Background: an optimization exercise with open tools, aiming at small area. Do not read the settings as production practice.
Function was checked by simulation only, so behaviour that the tests miss may differ from the original.
Power is estimated from default activity; no workload was simulated.

--- flow/config.mk ---
export PLATFORM = sky130hd
export DESIGN_NAME = rename_top
export DESIGN_NICKNAME = rename_top
export VERILOG_FILES = /design/flow/design.v
export SDC_FILE = /design/flow/constraint.sdc
export NUM_CORES = 8
export LEC_CHECK = 0
export CAP_MARGIN = 20
export CORE_MARGIN = 2
export CORE_UTILIZATION = 50
export SLEW_MARGIN = 20
--- flow/standard.sh ---
#!/bin/bash
# synth_recipe.tcl (not shown) runs the flow's synth.tcl, then flattens the netlist and writes it again
# the make line also repeats each setting of config.mk as NAME=value (left out here)
make -C /OpenROAD-flow-scripts/flow DESIGN_CONFIG=/design/flow/config.mk WORK_HOME=/design/flow/orfs CLKGATE_MAP_FILE= SYNTH_SCRIPT=/design/flow/synth_recipe.tcl "${@:-finish}"
--- flow/flow/synth_area.tcl ---
# The standard flow's synthesis script (synth_recipe.tcl) with one change: the abc call
# maps with the ABC script named by AREA_ABC_SCRIPT instead of ORFS's own.
proc synth {args} { yosys synth -nofsm -noshare {*}$args }
proc abc {args} {
  set i [lsearch -exact $args -script]
  if { $i >= 0 } { set args [lreplace $args [expr {$i + 1}] [expr {$i + 1}] $::env(AREA_ABC_SCRIPT)] }
  yosys abc {*}$args
}
source $::env(SCRIPTS_DIR)/synth.tcl
# left out here: clear keep_hierarchy, flatten, clean up, hide names made inside functions, write 1_2_yosys.v
--- flow/flow/area.abc ---
strash
&get -n
&st
&dch
&nf -a -R 1000
&put
topo
--- flow/design.v ---
`timescale 1ns/1ns
`default_nettype none
module rename_top (
    input  logic        clk,
    input  logic        rst_n,
    input  logic        dispatch_valid_i,
    input  logic [4:0]  rs1_i,
    input  logic [4:0]  rs2_i,
    input  logic [4:0]  rd_i,
    input  logic [31:0] imm_i,
    input  logic        src_imm_i,
    output logic        dispatch_ready_o,
    input  logic        stall_i,
    output logic        ren_valid_o,
    output logic [4:0]  rd_tag_o,
    output logic [4:0]  rs1_tag_o,
    output logic [31:0] rs1_data_o,
    output logic [4:0]  rs2_tag_o,
    output logic [31:0] rs2_data_o,
    input  logic        commit_valid_i,
    input  logic [4:0]  commit_areg_i,
    input  logic [4:0]  commit_preg_i,
    input  logic [31:0] commit_data_i,
    input  logic        flush_i
);
    logic        buf_valid;
    logic [4:0]  buf_rs1;
    logic [4:0]  buf_rs2;
    logic [4:0]  buf_rd;
    logic [31:5] buf_imm;
    logic        buf_src_imm;
    logic [4:0]  spec_tab [1:31];
    logic [4:0]  arch_tab [1:31];
    logic [31:0] prf [0:15];
    logic [15:0] ready;
    logic [4:0]  alloc_ptr;
    logic [4:0]  free_ptr;
    logic        commit_free;
    logic        writes_rd;
    logic        exhausted;
    logic        fire;
    logic        alloc;
    logic [4:0]  alloc_tag;
    logic [4:0]  free_ptr_next;
    always_comb begin
        commit_free = commit_valid_i && (commit_preg_i != 5'd0);
        writes_rd   = (buf_rd != 5'd0);
        exhausted   = (alloc_ptr[4] != free_ptr[4]) && (alloc_ptr[3:0] == free_ptr[3:0]);
        fire        = buf_valid && !stall_i && !flush_i && (!writes_rd || !exhausted);
        alloc       = fire && writes_rd;
        alloc_tag   = {alloc_ptr[3:0] == 4'd0, alloc_ptr[3:0]};
        free_ptr_next = free_ptr + {4'd0, commit_free};
        dispatch_ready_o = !flush_i && (!buf_valid || fire);
        ren_valid_o      = fire;
        rd_tag_o         = writes_rd ? alloc_tag : 5'd0;
    end
    always_ff @(posedge clk or negedge rst_n) begin
        if (!rst_n) begin
            buf_valid <= 1'b0;
        end else if (flush_i) begin
            buf_valid <= 1'b0;
        end else if (dispatch_ready_o) begin
            buf_valid <= dispatch_valid_i;
        end
    end
    always_ff @(posedge clk) begin
        if (dispatch_ready_o && dispatch_valid_i) begin
            buf_rs1     <= rs1_i;
            buf_rs2     <= src_imm_i ? imm_i[4:0] : rs2_i;
            buf_rd      <= rd_i;
            buf_imm     <= imm_i[31:5];
            buf_src_imm <= src_imm_i;
        end
    end
    always_ff @(posedge clk or negedge rst_n) begin
        if (!rst_n) begin
            free_ptr <= 5'd1;
        end else begin
            free_ptr <= free_ptr_next;
        end
    end
    always_ff @(posedge clk or negedge rst_n) begin
        if (!rst_n) begin
            alloc_ptr <= 5'd1;
        end else if (flush_i) begin
            alloc_ptr <= free_ptr_next;
        end else if (alloc) begin
            alloc_ptr <= alloc_ptr + 5'd1;
        end
    end
    logic rst_pend;
    always_ff @(posedge clk or negedge rst_n) begin
        if (!rst_n) begin
            rst_pend <= 1'b1;
        end else begin
            rst_pend <= 1'b0;
        end
    end
    logic [4:0] arch_wdata;
    logic [4:0] spec_wdata;
    logic       restore;
    always_comb begin
        arch_wdata = commit_preg_i & {5{!rst_pend}};
        spec_wdata = alloc_tag & {5{!rst_pend}};
        restore    = flush_i && !rst_pend;
    end
    always_ff @(posedge clk) begin
        for (int r = 1; r < 32; r++) begin
            if (rst_pend || (commit_free && (commit_areg_i == 5'(r)))) begin
                arch_tab[r] <= arch_wdata;
            end
        end
    end
    logic [31:1] spec_we;
    logic [31:1] spec_hold;
    always_comb begin
        for (int r = 1; r < 32; r++) begin
            spec_we[r]   = !restore && (rst_pend || (alloc && (buf_rd == 5'(r))));
            spec_hold[r] = !restore && !spec_we[r];
        end
    end
    always_ff @(posedge clk) begin
        for (int r = 1; r < 32; r++) begin
            spec_tab[r] <= (arch_tab[r] & {5{restore}})
                         | (spec_wdata  & {5{spec_we[r]}})
                         | (spec_tab[r] & {5{spec_hold[r]}});
        end
    end
    logic [15:0] wr_sel;
    logic [15:0] al_sel;
    always_comb begin
        for (int i = 0; i < 16; i++) begin
            al_sel[i] = (alloc_ptr[3:0] == 4'(i));
        end
        wr_sel[0] = commit_valid_i && commit_preg_i[4];
        for (int i = 1; i < 16; i++) begin
            wr_sel[i] = commit_valid_i && (commit_preg_i[3:0] == 4'(i));
        end
    end
    always_ff @(posedge clk) begin
        for (int i = 0; i < 16; i++) begin
            if (wr_sel[i]) prf[i] <= commit_data_i;
        end
    end
    always_ff @(posedge clk) begin
        for (int i = 0; i < 16; i++) begin
            if (wr_sel[i]) begin
                ready[i] <= 1'b1;
            end else if (alloc && al_sel[i]) begin
                ready[i] <= 1'b0;
            end
        end
    end
    logic [4:0]  src1;
    logic [4:0]  src2;
    logic [15:0] sel1;
    logic [15:0] sel2;
    logic        rdy1;
    logic        rdy2;
    logic        hit1;
    logic        hit2;
    logic [31:0] val1;
    logic [31:0] val2;
    always_comb begin
        src1 = 5'd0;
        src2 = 5'd0;
        for (int r = 1; r < 32; r++) begin
            src1 = src1 | (spec_tab[r] & {5{buf_rs1 == 5'(r)}});
            src2 = src2 | (spec_tab[r] & {5{buf_rs2 == 5'(r)}});
        end
        sel1[0] = src1[4];
        sel2[0] = src2[4];
        for (int i = 1; i < 16; i++) begin
            sel1[i] = (src1[3:0] == 4'(i));
            sel2[i] = (src2[3:0] == 4'(i));
        end
        rdy1 = (src1 == 5'd0);
        rdy2 = (src2 == 5'd0);
        val1 = '0;
        val2 = '0;
        for (int i = 0; i < 16; i++) begin
            rdy1 = rdy1 | (sel1[i] & ready[i]);
            rdy2 = rdy2 | (sel2[i] & ready[i]);
            val1 = val1 | ({32{sel1[i]}} & prf[i]);
            val2 = val2 | ({32{sel2[i]}} & prf[i]);
        end
        hit1 = commit_free && (src1 == commit_preg_i);
        hit2 = commit_free && (src2 == commit_preg_i);
        rs1_tag_o  = (rdy1 || hit1) ? 5'd0 : src1;
        rs1_data_o = hit1 ? commit_data_i : val1;
        if (buf_src_imm) begin
            rs2_tag_o  = 5'd0;
            rs2_data_o = {buf_imm, buf_rs2};
        end else begin
            rs2_tag_o  = (rdy2 || hit2) ? 5'd0 : src2;
            rs2_data_o = hit2 ? commit_data_i : val2;
        end
    end
endmodule
`default_nettype wire
--- flow/constraint.sdc ---
create_clock -name core_clock -period 12.0 [get_ports {clk}]
set_input_delay 2.4000 -clock core_clock [delete_from_list [all_inputs] [get_ports {clk}]]
set_output_delay 2.4000 -clock core_clock [all_outputs]
set_load 0.01 [all_outputs]
--- flow/flow/run.sh ---
#!/bin/bash
# Own layout flow: the standard ORFS flow (standard.sh) with three changes:
#  - synthesis maps logic with an area-oriented ABC script (flow/area.abc),
#    everything else in synthesis is the standard flow's own script (flow/synth_area.tcl);
#  - port buffers are the smallest buffer cell;
#  - clock tree synthesis without dummy loads and with larger sink clusters.
# Each step's tool output is in orfs/logs/; make's own output in flow_make.log.
set -euo pipefail
W=$PWD
export AREA_ABC_SCRIPT=$W/flow/area.abc
B=sky130_fd_sc_hd__
bash standard.sh \
  SYNTH_SCRIPT=$W/flow/synth_area.tcl \
  "BUFFER_PORTS_ARGS=-buffer_cell ${B}buf_1" \
  "CTS_ARGS=-sink_clustering_enable -repair_clock_nets -dont_use_dummy_load -buf_list ${B}clkbuf_16 -sink_clustering_size 25 -sink_clustering_max_diameter 80" \
  finish > $W/flow_make.log 2>&1
==> results of run 1 <==
[per-stage QoR]
step	utilization [%]	power (mW)	worst slack (ns)	hold WS (ns)
floorplan	-	4.554	2.396	0.4081
global placement	54.50	5.290	2.341	0.4109
detailed placement	54.55	5.309	2.284	0.4149
CTS	56.05	6.840	1.597	0.3823
global route	56.05	7.087	1.168	0.4089
finish	56.05	6.886	1.497	0.3664
[worst max-delay path, stage by stage, from the launching register on]
cell and delay [ns]:
edfxtp_1 0.78, nor4_1 0.23, a222oi_1 0.38, nand3_1 0.13, a221o_1 0.27, a221o_1 0.26, a221o_1 0.26, a221o_1 0.28
a221o_1 0.28, a221o_1 0.26, a221o_1 0.26, a221o_1 0.25, a221o_1 0.25, a221o_1 0.26, a221o_1 0.26, a221o_1 0.25
a221o_2 0.29, buf_4 0.33, xnor2_1 0.35, nand3_4 0.59, nand4_1 0.26, o22ai_1 0.11, o21ai_0 0.54, buf_1 0.22
[area by class of cell]
cell class | instances | area, µm² | area share, %
multi-input cells | 1885 | 12360 | 30.13
flip-flops and latches | 893 | 25050 | 61.04
repair buffers | 256 | 1282 | 3.125
well taps | 959 | 1200 | 2.924
clock buffers | 44 | 1101 | 2.683
inverters | 11 | 41.29 | 0.1006
[where the power goes]
group | internal (mW) | switching (mW)
combinational | 0.458 | 1.00
clock | 0.656 | 0.925
sequential | 3.57 | 0.276
total | 4.68 | 2.20
[how the worst min path moves through the flow]
stage | start | endpoint | slack, ns | cells after the start
floorplan | arch_tab[10][0] | spec_tab[10][0] | 0.41 | 2
global placement | arch_tab[7][3] | spec_tab[7][3] | 0.41 | 2
detailed placement | arch_tab[8][0] | spec_tab[8][0] | 0.41 | 2
CTS | arch_tab[3][0] | spec_tab[3][0] | 0.38 | 2
global route | arch_tab[3][0] | spec_tab[3][0] | 0.41 | 2
finish | arch_tab[3][0] | spec_tab[3][0] | 0.37 | 2
[flip-flops by register name, summed over array words and instances (netlist names)]
signal,flops
ready,16
spec_tab,155
arch_tab,155
alloc_ptr,5
free_ptr,5
buf_rs2,5
buf_rs1,5
buf_imm,27
buf_rd,5
buf_valid,1
rst_pend,1
prf,512
buf_src_imm,1
[placed cells by master, fill, tap and decap left out, types with 48 or more instances in the layout]
master    netlist  routed
a221o_1        50      48
a22o_1         74      74
a22oi_1       422     422
a221oi_1       76      76
nand4_1        96      96
buf_4           0      79
edfxtp_1      710     710
o21ai_0        96      95
a222oi_1      125     125
dfxtp_1       171     171
buf_1           0     175
nor2_1        173     132
nand2_1       361     361
nand3_1        91      90
[kinds of logic after synthesis]
group                    after synthesis  synth area share (%)
AO/OA/AOI/OAI                        976                 20.69
flip-flops                           893                 67.57
AND/OR/NAND/NOR                      879                 10.84
XOR/XNOR                              18                0.4253
buffers and inverters                 11                0.1114
adder cells (fa/ha/maj)                6                0.2025
multiplexers                           5                0.1519
other                                  1               0.01012
[metal layers]
layer	global-route usage, %	wire length, µm
met3	9.160	20200
met5	0.3752	24
met4	15.12	6429
met2	56.31	63680
met1	53.05	57000
==> impl_metrics.sql, run 1 <==
INSERT INTO impl_metrics (metric_group, metric, value, unit) VALUES
('synth', 'synth_sequential_area_ratio', '67.57', '%'),
('worst_setup_path', 'critPathKind', 'reg2out', ''),
('power', 'irDropWorstVdd', '0.1376', 'mV'),
('synth', 'synth.cell_area', '37070', 'µm²'),
('sta', 'layout_worst_path_cycle_share', '87.53', '%'),
('synth', 'post-synth-top-area-fraction', '57.52', '%'),
('placement', 'dpl.cell_count', '4004', ''),
('worst_setup_path', 'worst_ep_required_time', '9.60', 'ns'),
('sta', 'finalSetupTns', '0', 'ns'),
('cells_and_area', 'num-fill-cells', '5995', ''),
('worst_setup_path', 'reg2reg_setup_slack', '7.10', 'ns'),
('global_route', 'overflow_left_after_global_routing', '0', ''),
('power', 'power_per_standard_cell_area', '167.8', 'nW/µm²'),
('global_route', 'grt.total_usage', '37.65', '%'),
('run_status', 'status', 'timing/DRC/antenna clean', ''),
('run', 'max_cap_viol_count', '0', ''),
('die', 'die_y', '276.3', 'µm'),
('global_route', 'number_of_global_route_vias_before_repair', '28840', ''),
('cts', 'clk-insertion-delay-late', '0.64', 'ns'),
('placement', 'placed_cell_area', '39930', 'µm²'),
('cells_and_area', 'nets', '3193', ''),
('synth', 'net_count_of_the_mapped_netlist', '2891', ''),
('cells_and_area', 'final_cell_area', '41040', 'µm²'),
('synth', 'synthMostInstantiatedCell', 'edfxtp_1', ''),
('global_route', 'maximum_number_of_pins_on_one_net_before_global_route_repair', '101', ''),
('synth', 'synth_cells', '2789', ''),
('routing', 'route.detailed.drc', '0', ''),
('cts', 'cts_repair_resize_count', '0', ''),
('synth', 'yosys_reg_bits', '893', ''),
('cts', 'cts.reportedPaths.clkPinSlew', '0.09', 'ns'),
('sta', 'timing.clock.skew', '0.06724', 'ns'),
('placement', 'gpl.final_weighted_congestion', '1.017', ''),
('global_route', 'antenna_found_initial', '3', ''),
('die', 'floorplan.die.width', '276.3', 'µm'),
('sta', 'grt_setup_unrepaired', 'false', ''),
('synth', 'synth_enable_flop_cells', '710', ''),
('worst_setup_path', 'worstSetupStartpoint', 'buf_rs2[4]', ''),
('sta', 'finalWorstPathRequiredPeriod', '10.50', 'ns'),
('power', 'total_leakage_power', '13.56', 'nW'),
('cts', 'cts_buffer_depth', '3', ''),
('synth', 'synth_top_cells_by_area', 'edfxtp_1 58%, dfxtp_1 9.2%, a22oi_1 8.5%, nand2_1 3.7%, a222oi_1 3.4%', ''),
('die', 'fp.coreArea', '73210', 'µm²'),
('worst_setup_path', 'timing.rr.end', 'spec_tab[1][0]', ''),
('worst_setup_path', 'path_max_fanout', '41', ''),
('routing', 'antenna_nets_post_route', '0', ''),
('routing', 'dr_total_vias', '30350', ''),
('global_route', 'first_pass_grt_wire_length', '207400', 'µm'),
('sta', 'finalHoldViolations', '0', ''),
('sta', 'timing.slew.headroom', '21.24', '%'),
('die', 'die_area', '76330', 'µm²'),
('die', 'num_rows', '99', ''),
('synth', 'synth_warnings', '4', ''),
('routing', 'drt_first_iter_violations', '5899', ''),
('synth', 'synth_area_per_cell', '13.29', 'µm²'),
('placement', 'hpwl', '92910', 'µm'),
('routing', 'detail_route.first_pass.iterations', '10', ''),
('cts', 'cts.root.buffer_cell', 'clkbuf_16', ''),
('cells_and_area', 'drive_gt1_share', '6.118', '%'),
('worst_setup_path', 'timing.critical_path.from_type', 'flop', ''),
('worst_setup_path', 'r2r_start', 'buf_rd[4]', ''),
('synth', 'most_frequently_used_flop_master_after_synthesis', 'edfxtp_1', ''),
('worst_setup_path', 'r2r.worst_path.cells', '11', ''),
('sta', 'report.final.setup_viol', '0', ''),
('synth', 'synth.cells.most_frequent', '710 x edfxtp_1, 422 x a22oi_1, 361 x nand2_1', ''),
('worst_setup_path', 'crit_path_end', 'rs2_data_o[2]', ''),
('synth', 'async_flop_share', '1.344', '%'),
('cts', 'numClockSinks', '893', ''),
('routing', 'detail_route.vias_per_cell', '7.496', ''),
('synth', 'yosysTopAreaCell', 'edfxtp_1', ''),
('worst_setup_path', 'cp_data_arrival_time', '8.10', 'ns'),
('die', 'ioPinCount', '177', '');
==> run 2: changes to the inputs <==
--- a/flow/design.v
+++ b/flow/design.v
@@ -1,3 +1,21 @@
+`timescale 1ns/1ns
+`default_nettype none
+module spec_entry_next (
+    input  logic       restore_i,
+    input  logic       write_i,
+    input  logic       hold_i,
+    input  logic [4:0] arch_i,
+    input  logic [4:0] wdata_i,
+    input  logic [4:0] cur_i,
+    output logic [4:0] next_o
+);
+    always_comb begin
+        next_o = (arch_i  & {5{restore_i}})
+               | (wdata_i & {5{write_i}})
+               | (cur_i   & {5{hold_i}});
+    end
+endmodule
+`default_nettype wire
 `timescale 1ns/1ns
 `default_nettype none
 module rename_top (
@@ -119,11 +137,21 @@
             spec_hold[r] = !restore && !spec_we[r];
         end
     end
-    always_ff @(posedge clk) begin
-        for (int r = 1; r < 32; r++) begin
-            spec_tab[r] <= (arch_tab[r] & {5{restore}})
-                         | (spec_wdata  & {5{spec_we[r]}})
-                         | (spec_tab[r] & {5{spec_hold[r]}});
+    logic [4:0] spec_next [1:31];
+    for (genvar r = 1; r < 32; r++) begin : g_spec
+        spec_entry_next u_next (
+            .restore_i(restore),
+            .write_i  (spec_we[r]),
+            .hold_i   (spec_hold[r]),
+            .arch_i   (arch_tab[r]),
+            .wdata_i  (spec_wdata),
+            .cur_i    (spec_tab[r]),
+            .next_o   (spec_next[r])
+        );
+    end
+    always_ff @(posedge clk) begin
+        for (int r = 1; r < 32; r++) begin
+            spec_tab[r] <= spec_next[r];
         end
     end
     logic [15:0] wr_sel;
==> flow/flow/run.sh (replaced) <==
#!/bin/bash
# Own layout flow: the standard ORFS flow (standard.sh) with three changes:
#  - synthesis maps logic with an area-oriented ABC script (flow/area.abc);
#    everything else in synthesis is the standard flow's own script (flow/synth_area.tcl),
#    except that the per-entry next-state logic of the speculative table
#    (module spec_entry_next) is mapped on its own before flattening;
#  - port buffers are the smallest buffer cell;
#  - clock tree synthesis without dummy loads and with larger sink clusters.
# Each step's tool output is in orfs/logs/; make's own output in flow_make.log.
set -euo pipefail
W=$PWD
export AREA_ABC_SCRIPT=$W/flow/area.abc
B=sky130_fd_sc_hd__
bash standard.sh \
  SYNTH_SCRIPT=$W/flow/synth_area.tcl \
  SYNTH_KEEP_MODULES=spec_entry_next \
  "BUFFER_PORTS_ARGS=-buffer_cell ${B}buf_1" \
  "CTS_ARGS=-sink_clustering_enable -repair_clock_nets -dont_use_dummy_load -buf_list ${B}clkbuf_16 -sink_clustering_size 25 -sink_clustering_max_diameter 80" \
  finish > $W/flow_make.log 2>&1
==> impl_metrics.sql, run 2 <==
INSERT INTO impl_metrics (metric_group, metric, value, unit) VALUES
('global_route', 'grt_peak_use_layer', 'met1', ''),
('sta', 'finalHoldViolations', '0', ''),
('synth', 'ys_types', '40', ''),
('synth', 'synth_sequential_area_ratio', '67.79', '%'),
('cells_and_area', 'nets', '3092', ''),
('power', 'total_leakage_power', '13.17', 'nW'),
('worst_hold_path', 'holdCritPathClass', 'reg2reg', ''),
('sta', 'report.final.slew_viol_count', '0', ''),
('sta', 'timing.slew.headroom', '27.01', '%'),
('routing', 'detail_route.vias_per_cell', '7.691', ''),
('cells_and_area', 'largest_register_ff_count', '512', ''),
('worst_setup_path', 'timing.critical_path.from_type', 'flop', ''),
('power', 'irDropWorstVdd', '0.1723', 'mV'),
('synth', 'synthMostInstantiatedCell', 'edfxtp_1', ''),
('sta', 'finalWorstPathRequiredPeriod', '10.28', 'ns'),
('die', 'ioPinCount', '177', ''),
('cells_and_area', 'finalCoreUtilization', '55.97', '%'),
('power', 'totalPowerFinal', '6.846', 'mW'),
('routing', 'drt_first_iter_violations', '6835', ''),
('synth', 'synth_area_per_cell', '13.73', 'µm²'),
('global_route', 'globalRouteMet1Util', '54.78', '%'),
('synth', 'most_frequently_used_flop_master_after_synthesis', 'edfxtp_1', ''),
('placement', 'dpl.cell_count', '3901', ''),
('synth', 'synth_cells', '2692', ''),
('global_route', 'grt.met2_usage', '53.18', '%'),
('sta', 'worst_slew_pin_slew', '1.095', 'ns'),
('routing', 'detail_route.first_pass.iterations', '22', ''),
('synth', 'synth.cell_area', '36950', 'µm²'),
('die', 'num_rows', '99', ''),
('synth', 'synth_enable_flop_cells', '710', ''),
('worst_setup_path', 'path_max_fanout', '64', ''),
('sta', 'grt_setup_unrepaired', 'false', ''),
('routing', 'totalWireLength', '144900', 'µm'),
('synth', 'async_flop_share', '1.344', '%'),
('die', 'fp.coreArea', '73080', 'µm²'),
('cells_and_area', 'largest_registers', 'prf x512, arch_tab x155, spec_tab x155', ''),
('die', 'die_area', '76090', 'µm²'),
('die', 'initial_utilization', '50.56', '%'),
('global_route', 'grt.total_usage', '37.24', '%'),
('cells_and_area', 'insertedDiodeCount', '0', ''),
('worst_setup_path', 'r2r.worst_path.cells', '11', ''),
('routing', 'dr_total_vias', '30360', ''),
('worst_setup_path', 'cp_data_arrival_time', '7.88', 'ns'),
('cts', 'cts_setup_buffers', '0', ''),
('worst_setup_path', 'reg2reg_setup_slack', '7.75', 'ns'),
('routing', 'antenna_nets_post_route', '0', ''),
('placement', 'preCtsSetupSlack', '2.558', 'ns'),
('cts', 'numClockSinks', '893', ''),
('cells_and_area', 'final_common_cell', 'edfxtp_1', ''),
('cts', 'cts_tree', 'done', ''),
('sta', 'timing.clock.skew', '0.07955', 'ns'),
('synth', 'synth_top_cells_by_area', 'edfxtp_1 58%, dfxtp_1 9.3%, a222oi_1 7.5%, a22oi_1 5.9%, a221oi_1 1.8%', ''),
('synth', 'yosysTopAreaCell', 'edfxtp_1', ''),
('global_route', 'antenna_found_initial', '2', ''),
('cts', 'numCtsBuffers', '46', ''),
('sta', 'finalSetupTns', '0', 'ns'),
('synth', 'synth.cells.most_frequent', '710 x edfxtp_1, 290 x a22oi_1, 278 x a222oi_1', ''),
('sta', 'report.final.setup_viol', '0', ''),
('cts', 'cts.reportedPaths.clkPinSlew', '0.09', 'ns'),
('worst_setup_path', 'critPathKind', 'reg2out', ''),
('global_route', 'number_of_global_route_vias_before_repair', '28230', ''),
('placement', 'hpwl', '84390', 'µm'),
('cells_and_area', 'area.growth.synth_to_final', '10.70', '%'),
('worst_hold_path', 'hold-path-cell-count', '2', ''),
('sta', 'max_freq', '0.09724', 'GHz'),
('die', 'floorplan.die.width', '275.8', 'µm'),
('synth', 'synth_warnings', '9', ''),
('run_status', 'status', 'timing/DRC/antenna clean', ''),
('routing', 'drt-wirelength-per-cell', '36.72', 'µm'),
('cts', 'clk-insertion-delay-late', '0.64', 'ns'),
('cells_and_area', 'largest_register', 'prf', ''),
('cells_and_area', 'final_cell_area', '40900', 'µm²'),
('cells_and_area', 'num-fill-cells', '6032', ''),
('sta', 'layout_worst_path_cycle_share', '85.69', '%'),
('global_route', 'overflow_left_after_global_routing', '0', ''),
('sta', 'holdWs', '0.4396', 'ns'),
('global_route', 'first_pass_grt_wire_length', '202000', 'µm'),
('placement', 'gpl.final_weighted_congestion', '1.003', ''),
('cells_and_area', 'drive_gt1_share', '6.258', '%'),
('cts', 'htree_num_levels', '2', ''),
('sta', 'setup_slack', '1.717', 'ns'),
('worst_setup_path', 'worst_ep_required_time', '9.60', 'ns'),
('synth', 'net_count_of_the_mapped_netlist', '2794', ''),
('cells_and_area', 'post_layout_nonfiller_instances', '3947', ''),
('synth', 'post-synth-top-area-fraction', '57.70', '%'),
('global_route', 'grt_use_met3', '10.67', '%'),
('cts', 'cts.root.buffer_cell', 'clkbuf_16', ''),
('cts', 'cts_buffer_depth', '3', ''),
('power', 'power_per_standard_cell_area', '167.4', 'nW/µm²'),
('cts', 'cts-hold-fix-buffers', '0', ''),
('placement', 'place.port_buffers', '176', ''),
('placement', 'placed_cell_area', '39750', 'µm²'),
('routing', 'route.detailed.drc', '0', ''),
('cts', 'cts_repair_resize_count', '0', ''),
('cells_and_area', 'layout.cells.most_common_list', '710 x edfxtp_1, 290 x a22oi_1, 278 x a222oi_1, 175 x buf_1', ''),
('global_route', 'maximum_number_of_pins_on_one_net_before_global_route_repair', '98', ''),
('worst_setup_path', 'critPathCaptureType', 'primary output', ''),
('synth', 'yosys_reg_bits', '893', ''),
('run', 'max_cap_viol_count', '0', ''),
('die', 'die_y', '275.8', 'µm');
==> run 2: cell count changes after synthesis, sizes merged, moves of 8 or more <==
cell	before	now
a221o	50	23
a222oi	125	278
a22oi	422	290
a31o	9	0
and2	16	6
clkinv	11	171
nand2	361	152
nand2b	20	12
o21ai	96	61
==> run 2: power by group <==
| part | internal, mW | total [mW] | switching, mW |
|---|---|---|---|
| clock | 0.684 | 1.62 | 0.937 |
| combinational | 0.444 | 1.39 | 0.950 |
| sequential | 3.57 | 3.83 | 0.265 |
| total | 4.69 | 6.85 | 2.15 |
==> run 2: path summary, 6_finish.rpt <==
path,start,endpoint
max in group asynchronous,rst_n,alloc_ptr[3]
worst max-delay path,buf_rs2[4],rs2_data_o[2]
min in group asynchronous,rst_n,alloc_ptr[4]
worst min register to register,arch_tab[13][2],spec_tab[13][2]
worst max register to register,buf_rd[0],spec_tab[27][3]
worst min-delay path,arch_tab[13][2],spec_tab[13][2]
==> run 2: final cells by class <==
class | count | area, µm² | share of cell area, %
Inverter | 171 | 641.9 | 1.569
Sequential cell | 893 | 25050 | 61.24
Tap cell | 959 | 1200 | 2.934
Timing Repair Buffer | 250 | 1217 | 2.976
Clock buffer | 46 | 1151 | 2.814
Multi-Input combinational cell | 1628 | 11640 | 28.47
==> run 2: routing by layer <==
metal	wire length, µm	up-vias
met4	5210	4
met3	23400	426
met1	55670	14960
met5	23	-
met2	60630	2858
li1	-	12110
==> run 2: modules after synthesis, one instance, submodules excluded <==
module / area [µm²] / cells
spec_entry_next: 68.82 / 10
rename_top: 34820 / 2382
==> run 2: logic make-up (layout without fill, tap and decap cells) <==
| kind of cell | count (synthesis) | after routing | share of synthesized area [%] |
|---|---|---|---|
| AO/OA/AOI/OAI | 944 | 944 | 21.19 |
| XOR/XNOR | 19 | 19 | 0.4504 |
| adder cells (fa/ha/maj) | 6 | 6 | 0.2032 |
| buffers and inverters | 171 | 467 | 1.737 |
| flip-flops | 893 | 893 | 67.79 |
| multiplexers | 5 | 5 | 0.1524 |
| other | 1 | 1 | 0.01015 |
| AND/OR/NAND/NOR | 653 | 653 | 8.462 |
==> run 2: critical path, cell delays in order (launching register included) <==
cell      delay (ns)
edfxtp_1        0.81
nor4_1          0.22
a222oi_1        0.40
nand3_1         0.11
a221o_1         0.26
a221o_1         0.26
a221o_1         0.26
a221o_1         0.27
a221o_1         0.27
a221o_1         0.27
a221o_1         0.26
a221o_1         0.26
a221o_1         0.26
a221o_1         0.26
a221o_1         0.29
a221o_1         0.27
a221o_2         0.40
xor2_1          0.17
nor2_1          0.23
nand2_4         0.56
nand4_1         0.26
o22ai_1         0.08
o21ai_0         0.59
buf_1           0.23
==> run 3: changes to the inputs <==
--- a/flow/design.v
+++ b/flow/design.v
@@ -13,6 +13,20 @@
         next_o = (arch_i  & {5{restore_i}})
                | (wdata_i & {5{write_i}})
                | (cur_i   & {5{hold_i}});
+    end
+endmodule
+`default_nettype wire
+`timescale 1ns/1ns
+`default_nettype none
+module rf_read_bit (
+    input  logic [15:0] sel_i,
+    input  logic [15:0] data_i,
+    input  logic        byp_i,
+    input  logic        byp_data_i,
+    output logic        y_o
+);
+    always_comb begin
+        y_o = (|(sel_i & data_i)) | (byp_i & byp_data_i);
     end
 endmodule
 `default_nettype wire
@@ -189,6 +203,28 @@
     logic        hit2;
     logic [31:0] val1;
     logic [31:0] val2;
+    logic [15:0] rsel1;
+    logic [15:0] rsel2;
+    logic [15:0] prf_col [0:31];
+    always_comb begin
+        rsel1 = sel1 & {16{!hit1}};
+        rsel2 = sel2 & {16{!hit2}};
+        for (int b = 0; b < 32; b++) begin
+            for (int i = 0; i < 16; i++) begin
+                prf_col[b][i] = prf[i][b];
+            end
+        end
+    end
+    for (genvar b = 0; b < 32; b++) begin : g_rd
+        rf_read_bit u_rd1 (
+            .sel_i(rsel1), .data_i(prf_col[b]),
+            .byp_i(hit1), .byp_data_i(commit_data_i[b]), .y_o(val1[b])
+        );
+        rf_read_bit u_rd2 (
+            .sel_i(rsel2), .data_i(prf_col[b]),
+            .byp_i(hit2), .byp_data_i(commit_data_i[b]), .y_o(val2[b])
+        );
+    end
     always_comb begin
         src1 = 5'd0;
         src2 = 5'd0;
@@ -204,24 +240,22 @@
         end
         rdy1 = (src1 == 5'd0);
         rdy2 = (src2 == 5'd0);
-        val1 = '0;
-        val2 = '0;
         for (int i = 0; i < 16; i++) begin
             rdy1 = rdy1 | (sel1[i] & ready[i]);
             rdy2 = rdy2 | (sel2[i] & ready[i]);
-            val1 = val1 | ({32{sel1[i]}} & prf[i]);
-            val2 = val2 | ({32{sel2[i]}} & prf[i]);
         end
         hit1 = commit_free && (src1 == commit_preg_i);
         hit2 = commit_free && (src2 == commit_preg_i);
+    end
+    always_comb begin
         rs1_tag_o  = (rdy1 || hit1) ? 5'd0 : src1;
-        rs1_data_o = hit1 ? commit_data_i : val1;
+        rs1_data_o = val1;
         if (buf_src_imm) begin
             rs2_tag_o  = 5'd0;
             rs2_data_o = {buf_imm, buf_rs2};
         end else begin
             rs2_tag_o  = (rdy2 || hit2) ? 5'd0 : src2;
-            rs2_data_o = hit2 ? commit_data_i : val2;
+            rs2_data_o = val2;
         end
     end
 endmodule
==> impl_metrics.sql, run 3 <==
INSERT INTO impl_metrics (metric_group, metric, value, unit) VALUES
('run_status', 'status', 'timing/DRC/antenna clean', ''),
('worst_setup_path', 'worst_path_bufs_invs', '5', ''),
('cells_and_area', 'nets', '2990', ''),
('worst_setup_path', 'reg2reg_setup_slack', '7.44', 'ns'),
('cts', 'cts.reportedPaths.clkPinSlew', '0.09', 'ns'),
('cts', 'cts_repair_resize_count', '0', ''),
('sta', 'timing.clock.skew', '0.06021', 'ns'),
('cells_and_area', 'post_layout_nonfiller_instances', '3846', ''),
('global_route', 'grt_use_met3', '11.07', '%'),
('sta', 'max_freq', '0.09063', 'GHz'),
('worst_hold_path', 'source_of_the_worst_hold_timing_path', 'arch_tab[20][3]', ''),
('power', 'comb_pwr_share', '20.4', '%'),
('cts', 'cts_setup_buffers', '0', ''),
('synth', 'ys_types', '42', ''),
('power', 'p_int', '4.702', 'mW'),
('worst_setup_path', 'path_max_fanout', '34', ''),
('power', 'irDropWorstVdd', '0.1382', 'mV'),
('die', 'initial_utilization', '50.42', '%'),
('power', 'total_leakage_power', '12.65', 'nW'),
('sta', 'finalSetupTns', '0', 'ns'),
('worst_setup_path', 'path_delay_family', 'compound AO/OA/AOI/OAI gates', ''),
('placement', 'placed_cell_area', '39340', 'µm²'),
('cts', 'cts_buffer_depth', '3', ''),
('sta', 'holdWs', '0.4506', 'ns'),
('routing', 'totalWireLength', '141700', 'µm'),
('worst_setup_path', 'critPathKind', 'reg2out', ''),
('routing', 'dr_total_vias', '29620', ''),
('worst_setup_path', 'timing.critical_path.slowest_cell_delay', '0.79', 'ns'),
('synth', 'post-synth-top-area-fraction', '58.06', '%'),
('die', 'die_y', '275.0', 'µm'),
('synth', 'area_fraction_in_compound_gates_after_synthesis', '20.12', '%'),
('cts', 'cts_tree', 'done', ''),
('sta', 'layout_worst_path_cycle_share', '91.95', '%'),
('die', 'ioPinCount', '177', ''),
('cells_and_area', 'layout.cells.most_common_list', '710 x edfxtp_1, 415 x a222oi_1, 216 x a22oi_1, 205 x clkinv_1, 175 x buf_1', ''),
('routing', 'route.detailed.drc', '0', ''),
('worst_setup_path', 'cp_data_arrival_time', '8.63', 'ns'),
('sta', 'finalWorstPathRequiredPeriod', '11.03', 'ns'),
('synth', 'async_flop_share', '1.344', '%'),
('sta', 'report.final.slew_viol_count', '0', ''),
('cts', 'cts.root.buffer_cell', 'clkbuf_16', ''),
('cells_and_area', 'final_common_cell', 'edfxtp_1', ''),
('cells_and_area', 'final_cell_area', '40510', 'µm²'),
('worst_setup_path', 'r2r_start', 'buf_rd[2]', ''),
('synth', 'yosys_reg_bits', '893', ''),
('global_route', 'maximum_number_of_pins_on_one_net_before_global_route_repair', '81', ''),
('power', 'share_clk_of_total_power', '23.7', '%'),
('routing', 'drt-wirelength-per-cell', '36.84', 'µm'),
('synth', 'net_count_of_the_mapped_netlist', '2715', ''),
('synth', 'yosysTopAreaCell', 'edfxtp_1', ''),
('die', 'die_area', '75630', 'µm²'),
('synth', 'synth_simple_gate_area_share', '8.116', '%'),
('sta', 'timing.slew.headroom', '14.57', '%'),
('routing', 'detail_route.first_pass.iterations', '13', ''),
('synth', 'synthMostInstantiatedCell', 'edfxtp_1', ''),
('worst_setup_path', 'worstSetupStartpoint', 'buf_rs1[4]', ''),
('global_route', 'antenna_found_initial', '5', ''),
('worst_setup_path', 'timing.critical_path.from_type', 'flop', ''),
('cts', 'clk-insertion-delay-late', '0.64', 'ns'),
('synth', 'synth.cell_area', '36720', 'µm²'),
('synth', 'yosys.area_share.xor_xnor', '0.4293', '%'),
('synth', 'synth_area_per_cell', '14.05', 'µm²'),
('global_route', 'grt_peak_use_layer', 'met1', ''),
('global_route', 'first_pass_grt_wire_length', '198800', 'µm'),
('cells_and_area', 'largest_register_ff_count', '512', ''),
('global_route', 'grt.met2_usage', '51.97', '%'),
('synth', 'post_synth_fa_ha_maj_area_fraction', '0.2044', '%'),
('global_route', 'number_of_global_route_vias_before_repair', '28270', ''),
('sta', 'finalHoldViolations', '0', ''),
('cells_and_area', 'finalCoreUtilization', '55.61', '%'),
('cells_and_area', 'largest_registers', 'prf x512, arch_tab x155, spec_tab x155', ''),
('worst_hold_path', 'holdCritPathClass', 'reg2reg', ''),
('synth', 'most_frequently_used_flop_master_after_synthesis', 'edfxtp_1', ''),
('run', 'max_cap_viol_count', '0', ''),
('global_route', 'overflow_left_after_global_routing', '0', ''),
('synth', 'synth_top_cells_by_area', 'edfxtp_1 58%, a222oi_1 11%, dfxtp_1 9.3%, a22oi_1 4.4%, clkinv_1 2.1%', ''),
('routing', 'antenna_nets_post_route', '0', ''),
('synth', 'synth_sequential_area_ratio', '68.21', '%'),
('sta', 'worst_slew_pin_slew', '1.268', 'ns'),
('placement', 'dpl.cell_count', '3798', ''),
('synth', 'synth.area.mux_share', '0.1533', '%'),
('cts', 'numClockSinks', '893', ''),
('global_route', 'grt.total_usage', '36.56', '%'),
('routing', 'detail_route.vias_per_cell', '7.700', ''),
('cells_and_area', 'drive_gt1_share', '6.757', '%'),
('power', 'portion_of_total_power_attributed_to_sequential_cells', '55.8', '%'),
('cells_and_area', 'area.growth.synth_to_final', '10.30', '%'),
('synth', 'synth.cells.most_frequent', '710 x edfxtp_1, 415 x a222oi_1, 216 x a22oi_1', ''),
('global_route', 'globalRouteMet1Util', '53.86', '%'),
('die', 'fp.coreArea', '72830', 'µm²'),
('worst_setup_path', 'cpMaxStageDelayCell', 'edfxtp_1', ''),
('sta', 'report.final.setup_viol', '0', ''),
('cells_and_area', 'largest_register', 'prf', ''),
('cts', 'htree_num_levels', '2', ''),
('placement', 'place.port_buffers', '176', ''),
('die', 'floorplan.die.width', '275.0', 'µm'),
('power', 'netSwitchingPower', '2.168', 'mW'),
('power', 'sw_frac_of_total', '31.56', '%'),
('synth', 'synth_enable_flop_cells', '710', ''),
('worst_setup_path', 'crit_path_frequent_cell', 'a221o_1', ''),
('power', 'power_per_standard_cell_area', '169.6', 'nW/µm²'),
('sta', 'grt_setup_unrepaired', 'false', ''),
('synth', 'synth_top_family_by_area', 'compound AO/OA/AOI/OAI gates', ''),
('synth', 'synth_cells', '2613', ''),
('placement', 'gpl.final_weighted_congestion', '1.029', ''),
('die', 'num_rows', '99', ''),
('synth', 'synth_warnings', '12', ''),
('placement', 'hpwl', '83470', 'µm'),
('worst_setup_path', 'worst_ep_required_time', '9.60', 'ns'),
('routing', 'drt_first_iter_violations', '6522', ''),
('cts', 'cts-hold-fix-buffers', '0', ''),
('cts', 'numCtsBuffers', '46', ''),
('worst_setup_path', 'critPathCaptureType', 'primary output', '');
[run 3: stage by stage]
| step | worst slack (ns) | total power [mW] |
|---|---|---|
| 2_1_floorplan | 0.01023 | 4.619 |
| 4_1_cts | 1.192 | 6.817 |
| 6_report | 0.9658 | 6.870 |
| 5_1_grt | 0.6235 | 7.060 |
| 3_3_place_gp | 1.861 | 5.222 |
| 3_5_place_dp | 1.874 | 5.241 |
[run 3: worst min-delay path, delay by kind of cell, from the launching register on]
kind,cells,cell delay [ns]
AOI/OAI and AO/OA,1,0.09
buffers and inverters,1,0.05
DFF,1,0.32
[run 3: path summary, 6_finish.rpt]
kind,end,cells past startpoint
max in group asynchronous,free_ptr[1],1
worst min register to register,spec_tab[20][3],2
worst min-delay path,spec_tab[20][3],2
min in group asynchronous,free_ptr[2],1
worst max-delay path,rs1_data_o[4],27
worst max register to register,spec_tab[23][1],9
[run 3: routing by layer]
metal / wire length (µm) / part of all wire (%)
met3: 22660 / 16
met2: 59490 / 42
met1: 55210 / 39
met5: 32 / 0.023
met4: 4282 / 3.0
[run 3: area by class of cell]
cell class	instances	area, µm²
Antenna cell	1	2.502
Clock buffer	46	1151
Fill cell	5962	32330
Inverter	206	773.2
Multi-Input combinational cell	1482	11020
Sequential cell	893	25050
Tap cell	959	1200
Timing Repair Buffer	259	1313
[run 3: kinds of logic (layout without fill, tap and decap cells)]
family,after synthesis,count (layout)
xor+xnor,18,18
mux,5,5
simple gates,595,595
fa+ha+maj,6,6
buf+inv,238,511
other cells,1,2
flops,893,893
compound gates,857,857
[run 3: Yosys stat by module (local to each module, per instance)]
module           copies in the design  area [µm²]  cells
rename_top                          1       34590   2303
spec_entry_next                    31       68.82     10
[run 3: power by group through the flow]
stage,sequential (mW),clock (mW),combinational (mW)
floorplan,3.75,0,0.865
global placement,3.88,0,1.34
detailed placement,3.88,0,1.36
CTS,3.81,1.64,1.37
global route,3.84,1.73,1.48
finish,3.84,1.63,1.40
==> run 4: changes to the inputs <==
==> flow/run.sh (new file) <==
#!/bin/bash
# synth_recipe.tcl (not shown) runs the flow's synth.tcl, then flattens the netlist and writes it again
# the make line also repeats each setting of config.mk as NAME=value (left out here)
make -C /OpenROAD-flow-scripts/flow DESIGN_CONFIG=/design/flow/config.mk WORK_HOME=/design/flow/orfs CLKGATE_MAP_FILE= SYNTH_SCRIPT=/design/flow/synth_recipe.tcl finish
removed: flow/flow/run.sh
removed: flow/flow/area.abc
removed: flow/flow/synth_area.tcl
removed: flow/standard.sh
==> impl_metrics.sql, run 4 <==
INSERT INTO impl_metrics (metric_group, metric, value, unit) VALUES
('power', 'share_clk_of_total_power', '32.1', '%'),
('power', 'p_int', '5.992', 'mW'),
('routing', 'antenna_nets_post_route', '0', ''),
('global_route', 'first_pass_grt_wire_length', '271300', 'µm'),
('routing', 'route.detailed.drc', '0', ''),
('synth', 'ys_types', '100', ''),
('cts', 'numClockSinks', '893', ''),
('sta', 'max_freq', '0.09654', 'GHz'),
('global_route', 'maximum_number_of_pins_on_one_net_before_global_route_repair', '109', ''),
('die', 'die_area', '87680', 'µm²'),
('worst_setup_path', 'worstSetupStartpoint', 'commit_preg_i[1]', ''),
('worst_hold_path', 'source_of_the_worst_hold_timing_path', 'spec_tab[28][2]', ''),
('synth', 'synth.cells.most_frequent', '710 x edfxtp_1, 416 x nand2_1, 308 x o21ai_0', ''),
('sta', 'timing.slew.headroom', '12.86', '%'),
('sta', 'timing.clock.skew', '0.03686', 'ns'),
('cells_and_area', 'final_cell_area', '48660', 'µm²'),
('cts', 'cts_tree', 'done', ''),
('placement', 'place.port_buffers', '176', ''),
('power', 'sw_frac_of_total', '33.96', '%'),
('die', 'ioPinCount', '177', ''),
('global_route', 'overflow_left_after_global_routing', '0', ''),
('worst_setup_path', 'path_max_fanout', '71', ''),
('worst_setup_path', 'worst_ep_required_time', '9.60', 'ns'),
('run_status', 'status', 'timing/DRC/antenna clean', ''),
('sta', 'finalHoldViolations', '0', ''),
('synth', 'most_frequently_used_flop_master_after_synthesis', 'edfxtp_1', ''),
('cts', 'cts.reportedPaths.clkPinSlew', '0.06', 'ns'),
('cts', 'clk-insertion-delay-late', '0.71', 'ns'),
('sta', 'report.final.setup_viol', '0', ''),
('sta', 'grt_setup_unrepaired', 'false', ''),
('cells_and_area', 'largest_registers', 'prf x512, arch_tab x155, spec_tab x155', ''),
('synth', 'synth_cells', '3703', ''),
('power', 'portion_of_total_power_attributed_to_sequential_cells', '42.2', '%'),
('die', 'die_y', '296.1', 'µm');
## run 4: worst paths after layout
kind | end | slack, ns | cells after the start
max reg2reg | spec_tab[27][4] | 7.52 | 10
max in group asynchronous | free_ptr[0] | 9.55 | 1
min in group asynchronous | buf_valid | 2.08 | 1
max | rs2_tag_o[4] | 1.64 | 10
min | spec_tab[28][2] | 0.46 | 2
min reg2reg | spec_tab[28][2] | 0.46 | 2
## run 4: power by group through the flow
stage | Combinational, mW | Sequential (mW) | Clock [mW]
after floorplan | 1.26 | 3.72 | 0
after global placement | 2.19 | 3.87 | 0
after detailed placement | 2.21 | 3.88 | 0
after CTS | 2.22 | 3.81 | 2.92
after global routing | 2.37 | 3.83 | 3.03
final | 2.33 | 3.83 | 2.91
## run 4: logic make-up (layout without fill, tap and decap cells)
kind of cell               count (synthesis)  after routing  synth area share (%)
AOI/OAI and AO/OA                       1161           1161                 19.20
xor gates and xnor gates                  15             15                0.3255
adders and majority gates                  6              6                0.1759
buffers and inverters                    345            499                 3.956
DFF                                      893            893                 58.71
muxes                                    204            204                 4.988
other                                      1             13              0.008789
and+or+nand+nor                         1078           1078                 12.64
## run 4: per-stage QoR
step / hold WS [ns] / std cells / utilization [%] / worst slack, ns
after floorplan: 0.4250 / 3703 / - / 4.641
after global placement: 0.4465 / 4824 / 53.62 / 2.159
after detailed placement: 0.4534 / 4825 / 53.64 / 1.988
after CTS: 0.4668 / 5000 / 57.26 / 1.962
after global routing: 0.5091 / 5002 / 57.30 / 1.500
final: 0.4631 / 5013 / 57.33 / 1.641
## run 4: routing by layer
metal	global-route usage, %	part of all wire [%]	vias to the layer above
met5	0	0.027	-
met4	33.81	9.7	8
met3	13.24	13	968
met2	68.01	44	3333
met1	53.06	33	17930
li1	-	-	14760
## run 4: critical path, cell delays in order
cell and delay (ns):
clkdlybuf4s50_1 0.55, inv_1 0.20, nand2_1 0.28, o41ai_2 0.81, nor2_1 0.17, mux2i_1 0.43, or4b_4 0.93, nand4_1 0.78
a21oi_1 0.72, clkdlybuf4s50_1 0.65
## run 4: area by class of cell
type                    instances  area, µm²
well taps                    1144       1431
fillers                      7067      36220
clock inverters                49      447.9
multi-input cells            2465      16320
inverters                      34      127.6
repair buffers                290       2626
diodes                         12      30.03
clock buffers                 126       2625
flip-flops and latches        893      25050

## what the ideal ports hide
In the flow no input, the clock included, has a driving cell. The finished layouts below were timed again as built, in two steps. Step 1, drivers: a clkbuf_16 drives clk and a buf_2 each remaining input, both assumed. Step 2 adds t to the input delays and takes it off the output delays; t is the mean of the earliest and latest rising clock arrival at the registers after step 1. Input paths then give back, and output paths get back, about the clock's delay inside the block. Slacks: no drivers / after step 1 / after step 2; pairs: no drivers / after step 1.
| run | shift t [ns] | setup slack, ns | worst setup path at the end | worst data-port slew with drivers (ns) |
|---|---|---|---|---|
| run 1 | 0.672 | 1.497 / 1.425 / 2.098 | register to output | 0.09 |
| run 2 | 0.673 | 1.717 / 1.647 / 2.320 | register to output | 0.10 |
| run 3 | 0.672 | 0.966 / 0.900 / 1.572 | register to output | 0.12 |
| run 4 | 0.762 | 1.641 / 1.556 / 1.556 | input to output | 0.21 |
After both steps every run listed still meets setup and hold. The setup slack of run 4, which loses most, moves by -0.085 ns with the drivers and by -0.085 ns with both steps.
